Background: an optimization exercise with open tools, aiming at small area. Do not read the settings as production practice.

==> v25: inputs <==
Design regfile_4r2w, start of the top module:
module regfile_4r2w (
  input  logic          clk,
  input  logic          rst,
  input  logic [1:0]    wen,
  input  logic [9:0]    waddr,
  input  logic [63:0]   wdata,
  input  logic [19:0]   raddr,
  output logic [127:0]  rdata,
  output logic          init_busy
);
==> module regfile_rsel, before the edit <==
module regfile_rsel (
  input  logic a, b, c,
  output logic y
);
  assign y = ~(a | b | c);
endmodule
==> module regfile_mp, before the edit <==
module regfile_mp
#(
  parameter int XLEN     = 32,
  parameter int NREG     = 32,
  parameter int NRD      = 2,
  parameter int NWR      = 1,
  parameter int ZERO_REG = 1
) (
  input  logic                          clk,
  input  logic                          rst,
  input  logic [NWR-1:0]                wen,
  input  logic [NWR*$clog2(NREG)-1:0]   waddr,
  input  logic [NWR*XLEN-1:0]           wdata,
  input  logic [NRD*$clog2(NREG)-1:0]   raddr,
  output logic [NRD*XLEN-1:0]           rdata,
  output logic                          init_busy
);
  localparam int AW = regfile_pkg::rf_aw(NREG);
  localparam int E0 = (ZERO_REG != 0) ? 1 : 0;    
  localparam int NS = NREG - E0;                  
  localparam int NIN = NS + 2;                    
  localparam int NG = (NIN + 2) / 3;              
  logic busy;
  logic par_q;
  regfile_init_fsm #(
    .NREG (NREG)
  ) u_init (
    .clk  (clk),
    .rst  (rst),
    .busy (busy)
  );
  assign init_busy = busy;
  always_ff @(posedge clk or posedge rst) begin
    if (rst) par_q <= 1'b0;
    else      par_q <= !par_q;
  end
  logic [AW-1:0] wa0, wa1;
  assign wa0 = waddr[0 +: AW];
  assign wa1 = waddr[AW +: AW];
  logic [XLEN-1:0] wx0, wx1;
  assign wx0 = wdata[0 +: XLEN] ^ {XLEN{par_q}};
  assign wx1 = (wdata[XLEN +: XLEN] & {XLEN{!busy}}) ^ {XLEN{par_q}};
  logic [NREG-1:0] m0, m1, hold, we0, we1;
  always_comb begin
    m0 = '0; m1 = '0; hold = '0; we0 = '0; we1 = '0;
    for (int e = E0; e < NREG; e++) begin
      m0[e]   = wen[0] && wa0 == AW'(e);
      m1[e]   = wen[1] && wa1 == AW'(e);
      we1[e]  = busy || m1[e];
      we0[e]  = !busy && m0[e] && !m1[e];
      hold[e] = !busy && !m0[e] && !m1[e];
    end
  end
  logic [NREG-1:0][XLEN-1:0] mem_q;
  logic [NREG-1:0][XLEN-1:0] mem_d;
  for (genvar e = 0; e < NREG; e++) begin : g_ent
    if (e < E0) begin : g_zero
      assign mem_d[e] = '0;
      assign mem_q[e] = '0;
    end else begin : g_st
      for (genvar b = 0; b < XLEN; b++) begin : g_bit
        regfile_aoi222 u_nx (
          .a1 (hold[e]), .a2 (mem_q[e][b]),
          .b1 (we0[e]),  .b2 (wx0[b]),
          .c1 (we1[e]),  .c2 (wx1[b]),
          .y  (mem_d[e][b])
        );
      end
      always_ff @(posedge clk) begin
        mem_q[e] <= mem_d[e];
      end
    end
  end
  for (genvar j = 0; j < NRD; j++) begin : g_rd
    logic [AW-1:0] ra;
    logic          act, hit0, hit1;
    logic [NREG-1:0] sel;
    logic          pz;
    assign ra   = raddr[j*AW +: AW];
    assign act  = !busy && (ZERO_REG == 0 || ra != '0);
    assign hit1 = act && wen[1] && wa1 == ra;
    assign hit0 = act && wen[0] && wa0 == ra && !(wen[1] && wa1 == ra);
    assign pz   = par_q && act;
    logic [NREG-1:0] rdec_n;
    always_comb begin
      rdec_n = '1;
      for (int e = E0; e < NREG; e++)
        rdec_n[e] = busy || ra != AW'(e);
    end
    for (genvar e = 0; e < NREG; e++) begin : g_sel
      if (e < E0) begin : g_zero
        assign sel[e] = 1'b0;
      end else begin : g_st
        regfile_rsel u_s (.a(rdec_n[e]), .b(m0[e]), .c(m1[e]), .y(sel[e]));
      end
    end
    for (genvar b = 0; b < XLEN; b++) begin : g_bit
      logic [3*NG-1:0] s, d;
      logic [NG-1:0]   n;
      for (genvar k = 0; k < 3*NG; k++) begin : g_in
        if (k < NS) begin : g_m
          assign s[k] = sel[k+E0];
          assign d[k] = mem_q[k+E0][b];
        end else if (k == NS) begin : g_b0
          assign s[k] = hit0;
          assign d[k] = wx0[b];
        end else if (k == NS + 1) begin : g_b1
          assign s[k] = hit1;
          assign d[k] = wx1[b];
        end else begin : g_pad
          assign s[k] = 1'b0;
          assign d[k] = 1'b0;
        end
      end
      for (genvar g = 0; g < NG; g++) begin : g_grp
        regfile_aoi222 u_ao (
          .a1 (s[3*g]),   .a2 (d[3*g]),
          .b1 (s[3*g+1]), .b2 (d[3*g+1]),
          .c1 (s[3*g+2]), .c2 (d[3*g+2]),
          .y  (n[g])
        );
      end
      logic [2:0] t;
      logic       z;
      regfile_nand4 u_c0 (.a(n[0]), .b(n[1]), .c(n[2]),  .d(n[3]), .y(t[0]));
      regfile_nand4 u_c1 (.a(n[4]), .b(n[5]), .c(n[6]),  .d(n[7]), .y(t[1]));
      regfile_nand3 u_c2 (.a(n[8]), .b(n[9]), .c(n[10]),           .y(t[2]));
      regfile_or3   u_c3 (.a(t[0]), .b(t[1]), .c(t[2]),            .y(z));
      regfile_xor2  u_c4 (.a(z),    .b(pz),                        .y(rdata[j*XLEN + b]));
    end
  end
endmodule
==> flow/config.mk <==
export PLATFORM = sky130hd
export DESIGN_NAME = regfile_4r2w
export DESIGN_NICKNAME = regfile_4r2w
export VERILOG_FILES = /design/flow/design.v
export SDC_FILE = /design/flow/constraint.sdc
export NUM_CORES = 4
export LEC_CHECK = 0
export CAP_MARGIN = 20
export CELL_PAD_IN_SITES_DETAIL_PLACEMENT = 1
export CELL_PAD_IN_SITES_GLOBAL_PLACEMENT = 0
export CORE_AREA = 2.3 2.72 446.66 228.48
export DIE_AREA = 0 0 448.96 231.2
export GPL_ROUTABILITY_DRIVEN = 0
export GPL_TIMING_DRIVEN = 0
export PLACE_DENSITY = 0.8
export SLEW_MARGIN = 20
export SYNTH_HIERARCHICAL = 1
export SYNTH_MINIMUM_KEEP_SIZE = 0
==> flow/constraint.sdc <==
create_clock -name core_clock -period 6.0 [get_ports {clk}]
set_input_delay 1.2000 -clock core_clock [delete_from_list [all_inputs] [get_ports {clk}]]
set_output_delay 1.2000 -clock core_clock [all_outputs]
set_load 0.01 [all_outputs]
standard.sh (not shown) runs the stock make flow with config.mk's settings and CLKGATE_MAP_FILE= SYNTH_SCRIPT=/design/flow/synth_recipe.tcl, a recipe that flattens the netlist after the stock synthesis.
==> flow/flow/run.sh <==
#!/bin/bash
# The standard ORFS layout (standard.sh) with these changes:
#  - the register array is placed in bit columns by flow/place_array.tcl
#    before global placement, and released after detailed placement
#    (flow/unfix.tcl);
#  - ports are buffered with a plain buffer instead of a delay cell;
#  - CTS inserts no dummy loads and builds the tree from clkbuf_8.
# make's output goes to make_flow.log; each ORFS step logs to orfs/logs.
set -euo pipefail
F=$(pwd)/flow
export PRE_GLOBAL_PLACE_SKIP_IO_TCL=$F/place_array.tcl
export POST_DETAIL_PLACE_TCL=$F/unfix.tcl
export ARRAY_COL_SITES=${ARRAY_COL_SITES:-28}
export ARRAY_CHAN_SITES=${ARRAY_CHAN_SITES:-70}
export ARRAY_ROWS_PER_ENTRY=${ARRAY_ROWS_PER_ENTRY:-2.5}
export ARRAY_GAP_SITES=${ARRAY_GAP_SITES:-1}
export BUFFER_PORTS_ARGS="-buffer_cell sky130_fd_sc_hd__buf_2"
export CTS_ARGS="-sink_clustering_enable -repair_clock_nets -dont_use_dummy_load -buf_list sky130_fd_sc_hd__clkbuf_8"
bash standard.sh > make_flow.log 2>&1
==> flow/flow/place_array.tcl <==
# Structured placement of the register array, run before the first global
# placement. Every stored bit, the and-or-invert cells of the read ports and
# the read combine gates are placed in bit columns: bit b's cells sit in a
# vertical strip, entry k's flip-flop in row 1+RPE*k, each read group next
# to the entries it selects, and the combine gates near the column's middle. The cells are placed
# legally and marked FIRM so that global placement puts the remaining logic
# (decoders, write-data encoders, port buffers) around them; unfix.tcl
# releases them after detailed placement.
#
# Layout (rows counted from the top of the core):
#   row 0                 spare
#   rows 1 .. RPE*NE      entry rows (entry k from row 1+RPE*k)
#   rows below            spare
# Columns: 16 bit columns, a channel for the decoders, 16 bit columns.

# ORFS sources this file inside a procedure; the procedures below share
# these variables as globals.
global NB NE NJ CW CH RPE GAP rows sitew x0 occ

set NB 32
set NE 31
set NJ 4
set CW $::env(ARRAY_COL_SITES)
set CH $::env(ARRAY_CHAN_SITES)
set RPE $::env(ARRAY_ROWS_PER_ENTRY)
set GAP $::env(ARRAY_GAP_SITES)

set block [ord::get_db_block]
set rows [lsort -command {apply {{a b} {
  expr {[lindex [$b getOrigin] 1] - [lindex [$a getOrigin] 1]}
}}} [$block getRows]]
set nrows [llength $rows]
set r0 [lindex $rows 0]
set sitew [[$r0 getSite] getWidth]
set x0 [lindex [$r0 getOrigin] 0]
set nsites [$r0 getSiteCount]
puts "place_array: $nrows rows, $nsites sites per row, column $CW sites, channel $CH sites"

# Occupancy of each row: a string of 0 (free) and 1 (taken).
set occ {}
foreach r $rows { lappend occ [string repeat 0 [$r getSiteCount]] }
proc row_of_y {y} {
  global rows
  set i 0
  foreach r $rows {
    if {[lindex [$r getOrigin] 1] == $y} { return $i }
    incr i
  }
  return -1
}
foreach inst [$block getInsts] {
  set st [$inst getPlacementStatus]
  if {$st ne "FIRM" && $st ne "LOCKED" && $st ne "COVER"} continue
  set loc [$inst getLocation]
  set ri [row_of_y [lindex $loc 1]]
  if {$ri < 0} continue
  set s [expr {([lindex $loc 0] - $x0) / $sitew}]
  set w [expr {[[$inst getMaster] getWidth] / $sitew}]
  set o [lindex $occ $ri]
  lset occ $ri [string replace $o $s [expr {$s + $w - 1}] [string repeat 1 $w]]
}

proc col_start {b} {
  global CW CH NB
  set h [expr {$NB / 2}]
  if {$b < $h} { return [expr {$b * $CW}] }
  return [expr {$h * $CW + $CH + ($b - $h) * $CW}]
}

# Place inst in column b, as near row want as possible (rows lo..hi),
# keeping GAP free sites after it for pin access.
proc put {inst b want lo hi} {
  global occ rows sitew x0 CW GAP
  set w [expr {[[$inst getMaster] getWidth] / $sitew + $GAP}]
  set xs [col_start $b]
  set xe [expr {$xs + $CW}]
  set pat [string repeat 0 $w]
  for {set d 0} {$d <= $hi - $lo} {incr d} {
    foreach ri [list [expr {$want + $d}] [expr {$want - $d}]] {
      if {$ri < $lo || $ri > $hi} continue
      if {$d == 0 && $ri != $want} continue
      set o [lindex $occ $ri]
      set s [string first $pat $o $xs]
      if {$s < 0 || $s + $w > $xe} continue
      set r [lindex $rows $ri]
      lset occ $ri [string replace $o $s [expr {$s + $w - 1}] [string repeat 1 $w]]
      $inst setOrient [$r getOrient]
      $inst setLocation [expr {$x0 + ($s + $GAP) * $sitew}] [lindex [$r getOrigin] 1]
      $inst setPlacementStatus FIRM
      return 1
    }
  }
  puts "place_array: no room for [$inst getName] in column $b near row $want"
  return 0
}

proc out_net {inst} {
  foreach it [$inst getITerms] {
    if {[$it isOutputSignal] && [$it getNet] ne "NULL"} { return [[$it getNet] getName] }
  }
  return ""
}

# Classify the cells.
set flops {}
set saoi {}
set raoi {}
set comb {}
set done [dict create]
foreach inst [$block getInsts] {
  set name [$inst getName]
  set net [out_net $inst]
  if {[regexp {mem_q\\\[(\d+)\\\]} $name -> n]} {
    lappend flops [list [expr {$n / $NB}] [expr {$n % $NB}] $inst]
  } elseif {[regexp {g_ent\\\[(\d+)\\\]\.g_st\.g_bit\\\[(\d+)\\\]\.u_nx\.y$} $net -> e b]} {
    lappend saoi [list $e $b $inst]
  } elseif {[regexp {g_rd\\\[(\d+)\\\]\.g_bit\\\[(\d+)\\\]\.g_grp\\\[(\d+)\\\]\.u_ao\.y$} $net -> j b g]} {
    lappend raoi [list $j $b $g $inst]
  } elseif {[regexp {g_rd\\\[(\d+)\\\]\.g_bit\\\[(\d+)\\\]\.(?:u_c|t\\\[)(\d)(?:\.y|\\\])$} $net -> j b c]} {
    lappend comb [list $j $b $c $inst]
    dict set done $name 1
  }
}
# The final xor of each read bit is the load of its or3.
foreach inst [$block getInsts] {
  if {[dict exists $done [$inst getName]]} continue
  foreach it [$inst getITerms] {
    if {![$it isInputSignal]} continue
    set n [$it getNet]
    if {$n eq "NULL"} continue
    if {[regexp {g_rd\\\[(\d+)\\\]\.g_bit\\\[(\d+)\\\]\.u_c3\.y$} [$n getName] -> j b]} {
      lappend comb [list $j $b 4 $inst]
      break
    }
  }
}
puts "place_array: [llength $flops] flops, [llength $saoi] storage aoi, [llength $raoi] read aoi, [llength $comb] combine"

# Row of entry position k (0 .. NE-1, fractional in between).
proc erow {k} {
  global RPE
  return [expr {1 + int(floor($k * $RPE))}]
}
set top 1
set ebot [expr {[erow $NE] - 1}]
set cbot [expr {$nrows - 1}]
puts "place_array: entry rows $top .. $ebot, combine rows [expr {$ebot + 1}] .. $cbot"

# Stored bits: flop and its next-state gate side by side.
set fl [dict create]
foreach f $flops { dict set fl [lindex $f 0],[lindex $f 1] [lindex $f 2] }
set sa [dict create]
foreach f $saoi { dict set sa [lindex $f 0],[lindex $f 1] [lindex $f 2] }
for {set e 1} {$e <= $NE} {incr e} {
  set row [erow [expr {$e - 1}]]
  for {set b 0} {$b < $NB} {incr b} {
    put [dict get $fl $e,$b] $b $row $top $ebot
    put [dict get $sa $e,$b] $b $row $top $ebot
  }
}
# Read groups: group g selects entries 3g+1 .. 3g+3; port j's cell goes
# to a different row of the group's span.
foreach f [lsort -integer -index 2 $raoi] {
  lassign $f j b g inst
  set want [erow [expr {3 * $g + 0.5 + 0.6 * $j}]]
  if {$want > $ebot} { set want $ebot }
  put $inst $b $want $top $ebot
}
# Combine: c0..c2 merge groups 0-3, 4-7, 8-10 and sit near their groups,
# toward the middle of the column, where c3 and c4 (the output gates) sit.
foreach f [lsort -integer -index 2 $comb] {
  lassign $f j b c inst
  switch $c {
    0 { put $inst $b [erow 9] $top $ebot }
    1 { put $inst $b [erow 18] $top $ebot }
    2 { put $inst $b [erow 25] $top $ebot }
    default { put $inst $b [erow 17] $top $ebot }
  }
}
Other scripts of this flow, unchanged in this note and not shown: flow/flow/unfix.tcl
==> v32: changes against v25 <==
--- a/flow/design.v
+++ b/flow/design.v
@@ -24,12 +24,6 @@
   output logic y
 );
   assign y = ~((a1 & a2) | (b1 & b2) | (c1 & c2));
-endmodule
-module regfile_rsel (
-  input  logic a, b, c,
-  output logic y
-);
-  assign y = ~(a | b | c);
 endmodule
 module regfile_nand4 (
   input  logic a, b, c, d,
@@ -138,18 +132,10 @@
     assign hit1 = act && wen[1] && wa1 == ra;
     assign hit0 = act && wen[0] && wa0 == ra && !(wen[1] && wa1 == ra);
     assign pz   = par_q && act;
-    logic [NREG-1:0] rdec_n;
     always_comb begin
-      rdec_n = '1;
+      sel = '0;
       for (int e = E0; e < NREG; e++)
-        rdec_n[e] = busy || ra != AW'(e);
-    end
-    for (genvar e = 0; e < NREG; e++) begin : g_sel
-      if (e < E0) begin : g_zero
-        assign sel[e] = 1'b0;
-      end else begin : g_st
-        regfile_rsel u_s (.a(rdec_n[e]), .b(m0[e]), .c(m1[e]), .y(sel[e]));
-      end
+        sel[e] = hold[e] && ra == AW'(e);
     end
     for (genvar b = 0; b < XLEN; b++) begin : g_bit
       logic [3*NG-1:0] s, d;
==> flow/flow/run.sh (replaced) <==
#!/bin/bash
# The standard ORFS layout (standard.sh) with these changes:
#  - the register array is placed in bit columns by flow/place_array.tcl
#    before global placement, and released after detailed placement
#    (flow/unfix.tcl);
#  - ports are buffered with a plain buffer instead of a delay cell;
#  - CTS inserts no dummy loads.
# make's output goes to make_flow.log; each ORFS step logs to orfs/logs.
set -euo pipefail
F=$(pwd)/flow
export PRE_GLOBAL_PLACE_SKIP_IO_TCL=$F/place_array.tcl
export POST_DETAIL_PLACE_TCL=$F/unfix.tcl
export ARRAY_COL_SITES=24
export ARRAY_CHAN_SITES=60
export BUFFER_PORTS_ARGS="-buffer_cell sky130_fd_sc_hd__buf_2"
export CTS_ARGS="-sink_clustering_enable -repair_clock_nets -dont_use_dummy_load"
bash standard.sh > make_flow.log 2>&1
--- a/flow/flow/place_array.tcl
+++ b/flow/flow/place_array.tcl
@@ -1,29 +1,23 @@
 # Structured placement of the register array, run before the first global
 # placement. Every stored bit, the and-or-invert cells of the read ports and
 # the read combine gates are placed in bit columns: bit b's cells sit in a
-# vertical strip, entry k's flip-flop in row 1+RPE*k, each read group next
-# to the entries it selects, and the combine gates near the column's middle. The cells are placed
+# vertical strip, entry k's flip-flop in row pair k, each read group next to
+# the entries it selects, and the combine gates below. The cells are placed
 # legally and marked FIRM so that global placement puts the remaining logic
 # (decoders, write-data encoders, port buffers) around them; unfix.tcl
 # releases them after detailed placement.
 #
 # Layout (rows counted from the top of the core):
 #   row 0                 spare
-#   rows 1 .. RPE*NE      entry rows (entry k from row 1+RPE*k)
-#   rows below            spare
+#   rows 1 .. 2*NE        entry rows (entry k in rows 1+2k and 2+2k)
+#   rows 2*NE+1 ..        read combine rows
 # Columns: 16 bit columns, a channel for the decoders, 16 bit columns.
-
-# ORFS sources this file inside a procedure; the procedures below share
-# these variables as globals.
-global NB NE NJ CW CH RPE GAP rows sitew x0 occ
 
 set NB 32
 set NE 31
 set NJ 4
 set CW $::env(ARRAY_COL_SITES)
 set CH $::env(ARRAY_CHAN_SITES)
-set RPE $::env(ARRAY_ROWS_PER_ENTRY)
-set GAP $::env(ARRAY_GAP_SITES)
 
 set block [ord::get_db_block]
 set rows [lsort -command {apply {{a b} {
@@ -67,11 +61,10 @@
   return [expr {$h * $CW + $CH + ($b - $h) * $CW}]
 }
 
-# Place inst in column b, as near row want as possible (rows lo..hi),
-# keeping GAP free sites after it for pin access.
+# Place inst in column b, as near row want as possible (rows lo..hi).
 proc put {inst b want lo hi} {
-  global occ rows sitew x0 CW GAP
-  set w [expr {[[$inst getMaster] getWidth] / $sitew + $GAP}]
+  global occ rows sitew x0 CW
+  set w [expr {[[$inst getMaster] getWidth] / $sitew}]
   set xs [col_start $b]
   set xe [expr {$xs + $CW}]
   set pat [string repeat 0 $w]
@@ -85,7 +78,7 @@
       set r [lindex $rows $ri]
       lset occ $ri [string replace $o $s [expr {$s + $w - 1}] [string repeat 1 $w]]
       $inst setOrient [$r getOrient]
-      $inst setLocation [expr {$x0 + ($s + $GAP) * $sitew}] [lindex [$r getOrigin] 1]
+      $inst setLocation [expr {$x0 + $s * $sitew}] [lindex [$r getOrigin] 1]
       $inst setPlacementStatus FIRM
       return 1
     }
@@ -136,15 +129,9 @@
 }
 puts "place_array: [llength $flops] flops, [llength $saoi] storage aoi, [llength $raoi] read aoi, [llength $comb] combine"
 
-# Row of entry position k (0 .. NE-1, fractional in between).
-proc erow {k} {
-  global RPE
-  return [expr {1 + int(floor($k * $RPE))}]
-}
 set top 1
-set ebot [expr {[erow $NE] - 1}]
+set ebot [expr {$top + 2 * $NE - 1}]
 set cbot [expr {$nrows - 1}]
-puts "place_array: entry rows $top .. $ebot, combine rows [expr {$ebot + 1}] .. $cbot"
 
 # Stored bits: flop and its next-state gate side by side.
 set fl [dict create]
@@ -152,28 +139,26 @@
 set sa [dict create]
 foreach f $saoi { dict set sa [lindex $f 0],[lindex $f 1] [lindex $f 2] }
 for {set e 1} {$e <= $NE} {incr e} {
-  set row [erow [expr {$e - 1}]]
+  set row [expr {$top + 2 * ($e - 1)}]
   for {set b 0} {$b < $NB} {incr b} {
     put [dict get $fl $e,$b] $b $row $top $ebot
     put [dict get $sa $e,$b] $b $row $top $ebot
   }
 }
-# Read groups: group g selects entries 3g+1 .. 3g+3; port j's cell goes
-# to a different row of the group's span.
+# Read groups: group g selects entries 3g+1 .. 3g+3.
 foreach f [lsort -integer -index 2 $raoi] {
   lassign $f j b g inst
-  set want [erow [expr {3 * $g + 0.5 + 0.6 * $j}]]
+  set want [expr {$top + 6 * $g + 1 + $j}]
   if {$want > $ebot} { set want $ebot }
   put $inst $b $want $top $ebot
 }
-# Combine: c0..c2 merge groups 0-3, 4-7, 8-10 and sit near their groups,
-# toward the middle of the column, where c3 and c4 (the output gates) sit.
+# Combine: c0..c2 merge groups 0-3, 4-7, 8-10; c3, c4 below the entries.
 foreach f [lsort -integer -index 2 $comb] {
   lassign $f j b c inst
   switch $c {
-    0 { put $inst $b [erow 9] $top $ebot }
-    1 { put $inst $b [erow 18] $top $ebot }
-    2 { put $inst $b [erow 25] $top $ebot }
-    default { put $inst $b [erow 17] $top $ebot }
+    0 { put $inst $b [expr {$top + 11}] $top $ebot }
+    1 { put $inst $b [expr {$top + 35}] $top $ebot }
+    2 { put $inst $b [expr {$top + 55}] $top $ebot }
+    default { put $inst $b [expr {$ebot + 1}] [expr {$ebot + 1}] $cbot }
   }
 }
==> flow/config.mk (replaced) <==
export PLATFORM = sky130hd
export DESIGN_NAME = regfile_4r2w
export DESIGN_NICKNAME = regfile_4r2w
export VERILOG_FILES = /design/flow/design.v
export SDC_FILE = /design/flow/constraint.sdc
export NUM_CORES = 4
export LEC_CHECK = 0
export CAP_MARGIN = 20
export CELL_PAD_IN_SITES_DETAIL_PLACEMENT = 0
export CELL_PAD_IN_SITES_GLOBAL_PLACEMENT = 0
export CORE_AREA = 2.3 2.72 383.18 190.4
export DIE_AREA = 0 0 385.48 193.12
export GPL_TIMING_DRIVEN = 0
export SLEW_MARGIN = 20
export SYNTH_HIERARCHICAL = 1
export SYNTH_MINIMUM_KEEP_SIZE = 0
==> v28: changes against v25 <==
--- a/flow/design.v
+++ b/flow/design.v
@@ -24,12 +24,6 @@
   output logic y
 );
   assign y = ~((a1 & a2) | (b1 & b2) | (c1 & c2));
-endmodule
-module regfile_rsel (
-  input  logic a, b, c,
-  output logic y
-);
-  assign y = ~(a | b | c);
 endmodule
 module regfile_nand4 (
   input  logic a, b, c, d,
@@ -138,18 +132,10 @@
     assign hit1 = act && wen[1] && wa1 == ra;
     assign hit0 = act && wen[0] && wa0 == ra && !(wen[1] && wa1 == ra);
     assign pz   = par_q && act;
-    logic [NREG-1:0] rdec_n;
     always_comb begin
-      rdec_n = '1;
+      sel = '0;
       for (int e = E0; e < NREG; e++)
-        rdec_n[e] = busy || ra != AW'(e);
-    end
-    for (genvar e = 0; e < NREG; e++) begin : g_sel
-      if (e < E0) begin : g_zero
-        assign sel[e] = 1'b0;
-      end else begin : g_st
-        regfile_rsel u_s (.a(rdec_n[e]), .b(m0[e]), .c(m1[e]), .y(sel[e]));
-      end
+        sel[e] = hold[e] && ra == AW'(e);
     end
     for (genvar b = 0; b < XLEN; b++) begin : g_bit
       logic [3*NG-1:0] s, d;
==> flow/flow/run.sh (replaced) <==
#!/bin/bash
# The standard ORFS layout (standard.sh) with these changes:
#  - the register array is placed in bit columns by flow/place_array.tcl
#    before global placement, and released after detailed placement
#    (flow/unfix.tcl);
#  - ports are buffered with a plain buffer instead of a delay cell;
#  - CTS inserts no dummy loads.
# make's output goes to make_flow.log; each ORFS step logs to orfs/logs.
set -euo pipefail
F=$(pwd)/flow
export PRE_GLOBAL_PLACE_SKIP_IO_TCL=$F/place_array.tcl
export POST_DETAIL_PLACE_TCL=$F/unfix.tcl
export ARRAY_COL_SITES=${ARRAY_COL_SITES:-32}
export ARRAY_CHAN_SITES=${ARRAY_CHAN_SITES:-80}
export ARRAY_ROWS_PER_ENTRY=${ARRAY_ROWS_PER_ENTRY:-3}
export BUFFER_PORTS_ARGS="-buffer_cell sky130_fd_sc_hd__buf_2"
export CTS_ARGS="-sink_clustering_enable -repair_clock_nets -dont_use_dummy_load"
bash standard.sh > make_flow.log 2>&1
--- a/flow/flow/place_array.tcl
+++ b/flow/flow/place_array.tcl
@@ -1,8 +1,8 @@
 # Structured placement of the register array, run before the first global
 # placement. Every stored bit, the and-or-invert cells of the read ports and
 # the read combine gates are placed in bit columns: bit b's cells sit in a
-# vertical strip, entry k's flip-flop in row 1+RPE*k, each read group next
-# to the entries it selects, and the combine gates near the column's middle. The cells are placed
+# vertical strip, entry k's flip-flop in row pair k, each read group next to
+# the entries it selects, and the combine gates below. The cells are placed
 # legally and marked FIRM so that global placement puts the remaining logic
 # (decoders, write-data encoders, port buffers) around them; unfix.tcl
 # releases them after detailed placement.
@@ -10,12 +10,12 @@
 # Layout (rows counted from the top of the core):
 #   row 0                 spare
 #   rows 1 .. RPE*NE      entry rows (entry k from row 1+RPE*k)
-#   rows below            spare
+#   rows 2*NE+1 ..        read combine rows
 # Columns: 16 bit columns, a channel for the decoders, 16 bit columns.
 
 # ORFS sources this file inside a procedure; the procedures below share
 # these variables as globals.
-global NB NE NJ CW CH RPE GAP rows sitew x0 occ
+global NB NE NJ CW CH RPE rows sitew x0 occ
 
 set NB 32
 set NE 31
@@ -23,7 +23,6 @@
 set CW $::env(ARRAY_COL_SITES)
 set CH $::env(ARRAY_CHAN_SITES)
 set RPE $::env(ARRAY_ROWS_PER_ENTRY)
-set GAP $::env(ARRAY_GAP_SITES)
 
 set block [ord::get_db_block]
 set rows [lsort -command {apply {{a b} {
@@ -67,11 +66,10 @@
   return [expr {$h * $CW + $CH + ($b - $h) * $CW}]
 }
 
-# Place inst in column b, as near row want as possible (rows lo..hi),
-# keeping GAP free sites after it for pin access.
+# Place inst in column b, as near row want as possible (rows lo..hi).
 proc put {inst b want lo hi} {
-  global occ rows sitew x0 CW GAP
-  set w [expr {[[$inst getMaster] getWidth] / $sitew + $GAP}]
+  global occ rows sitew x0 CW
+  set w [expr {[[$inst getMaster] getWidth] / $sitew}]
   set xs [col_start $b]
   set xe [expr {$xs + $CW}]
   set pat [string repeat 0 $w]
@@ -85,7 +83,7 @@
       set r [lindex $rows $ri]
       lset occ $ri [string replace $o $s [expr {$s + $w - 1}] [string repeat 1 $w]]
       $inst setOrient [$r getOrient]
-      $inst setLocation [expr {$x0 + ($s + $GAP) * $sitew}] [lindex [$r getOrigin] 1]
+      $inst setLocation [expr {$x0 + $s * $sitew}] [lindex [$r getOrigin] 1]
       $inst setPlacementStatus FIRM
       return 1
     }
@@ -166,14 +164,13 @@
   if {$want > $ebot} { set want $ebot }
   put $inst $b $want $top $ebot
 }
-# Combine: c0..c2 merge groups 0-3, 4-7, 8-10 and sit near their groups,
-# toward the middle of the column, where c3 and c4 (the output gates) sit.
+# Combine: c0..c2 merge groups 0-3, 4-7, 8-10; c3, c4 below the entries.
 foreach f [lsort -integer -index 2 $comb] {
   lassign $f j b c inst
   switch $c {
-    0 { put $inst $b [erow 9] $top $ebot }
+    0 { put $inst $b [erow 6] $top $ebot }
     1 { put $inst $b [erow 18] $top $ebot }
-    2 { put $inst $b [erow 25] $top $ebot }
-    default { put $inst $b [erow 17] $top $ebot }
+    2 { put $inst $b [erow 27.5] $top $ebot }
+    default { put $inst $b [expr {$ebot + 1}] [expr {$ebot + 1}] $cbot }
   }
 }
==> flow/config.mk (replaced) <==
export PLATFORM = sky130hd
export DESIGN_NAME = regfile_4r2w
export DESIGN_NICKNAME = regfile_4r2w
export VERILOG_FILES = /design/flow/design.v
export SDC_FILE = /design/flow/constraint.sdc
export NUM_CORES = 4
export LEC_CHECK = 0
export CAP_MARGIN = 20
export CELL_PAD_IN_SITES_DETAIL_PLACEMENT = 0
export CELL_PAD_IN_SITES_GLOBAL_PLACEMENT = 0
export CORE_AREA = 2.3 2.72 510.14 269.28
export DIE_AREA = 0 0 512.44 272.0
export GPL_ROUTABILITY_DRIVEN = 0
export GPL_TIMING_DRIVEN = 0
export PLACE_DENSITY = 0.95
export SLEW_MARGIN = 20
export SYNTH_HIERARCHICAL = 1
export SYNTH_MINIMUM_KEEP_SIZE = 0
==> implementation parameters <==
Parameter                              Value

Outcome
  Error that halted the flow ... Error: global_place_skip_io.tcl, 4 can't read "rows": no such variable
  Status ... did not finish
  Stage where the flow stopped ... global placement without I/O (3_1_place_gp_skip_io)

Logic synthesis
  Number of library cell types mapped by synthesis ... 58
  Synthesized area per cell ... 11.2 um2
  Top post-synthesis cells by area ... a222oi_1 (46%), dfxtp_1 (38%), nand4_1 (3.1%)
  Number of nets produced by synthesis ... 4761
  Compound-cell area share of the yosys netlist ... 0.472
  Post-synthesis share of cell area spent on and, or, nand and nor gates ... 0.0955

Die
  Floorplan die width ... 385 um
  Number of placement rows ... 69
[end of results for v32]
==> implementation parameters <==
Parameter                              Value

Outcome
  Status ... did not finish
  Stage where the flow stopped ... detailed placement (3_5_place_dp)
  Error that halted the flow ... [ERROR DPL-0033] detailed placement checks failed during check placement.

Logic synthesis
  Number of nets produced by synthesis ... 4886
  Top post-synthesis cells by area ... a222oi_1 (45%), dfxtp_1 (37%), nand4_1 (3.1%)
  Number of library cell types mapped by synthesis ... 47
  Synthesized area per cell ... 11.1 um2
[end of results for v25]
==> implementation parameters <==
Parameter                              Value

Logic synthesis
  Post-synthesis share of cell area spent on and, or, nand and nor gates ... 0.0955
  Compound-cell area share of the yosys netlist ... 0.472
  Synthesized area per cell ... 11.2 um2
  Number of nets produced by synthesis ... 4761

Outcome
  Error that halted the flow ... [ERROR GRT-0232] Routing congestion too high. Check the congestion heatmap in the GUI.
  Status ... did not finish
  Stage where the flow stopped ... global routing (5_1_grt)

Die
  Floorplan die width ... 512 um
[end of results for v28]
No run of this note included a check of the RTL's function; only the layout flow was run.
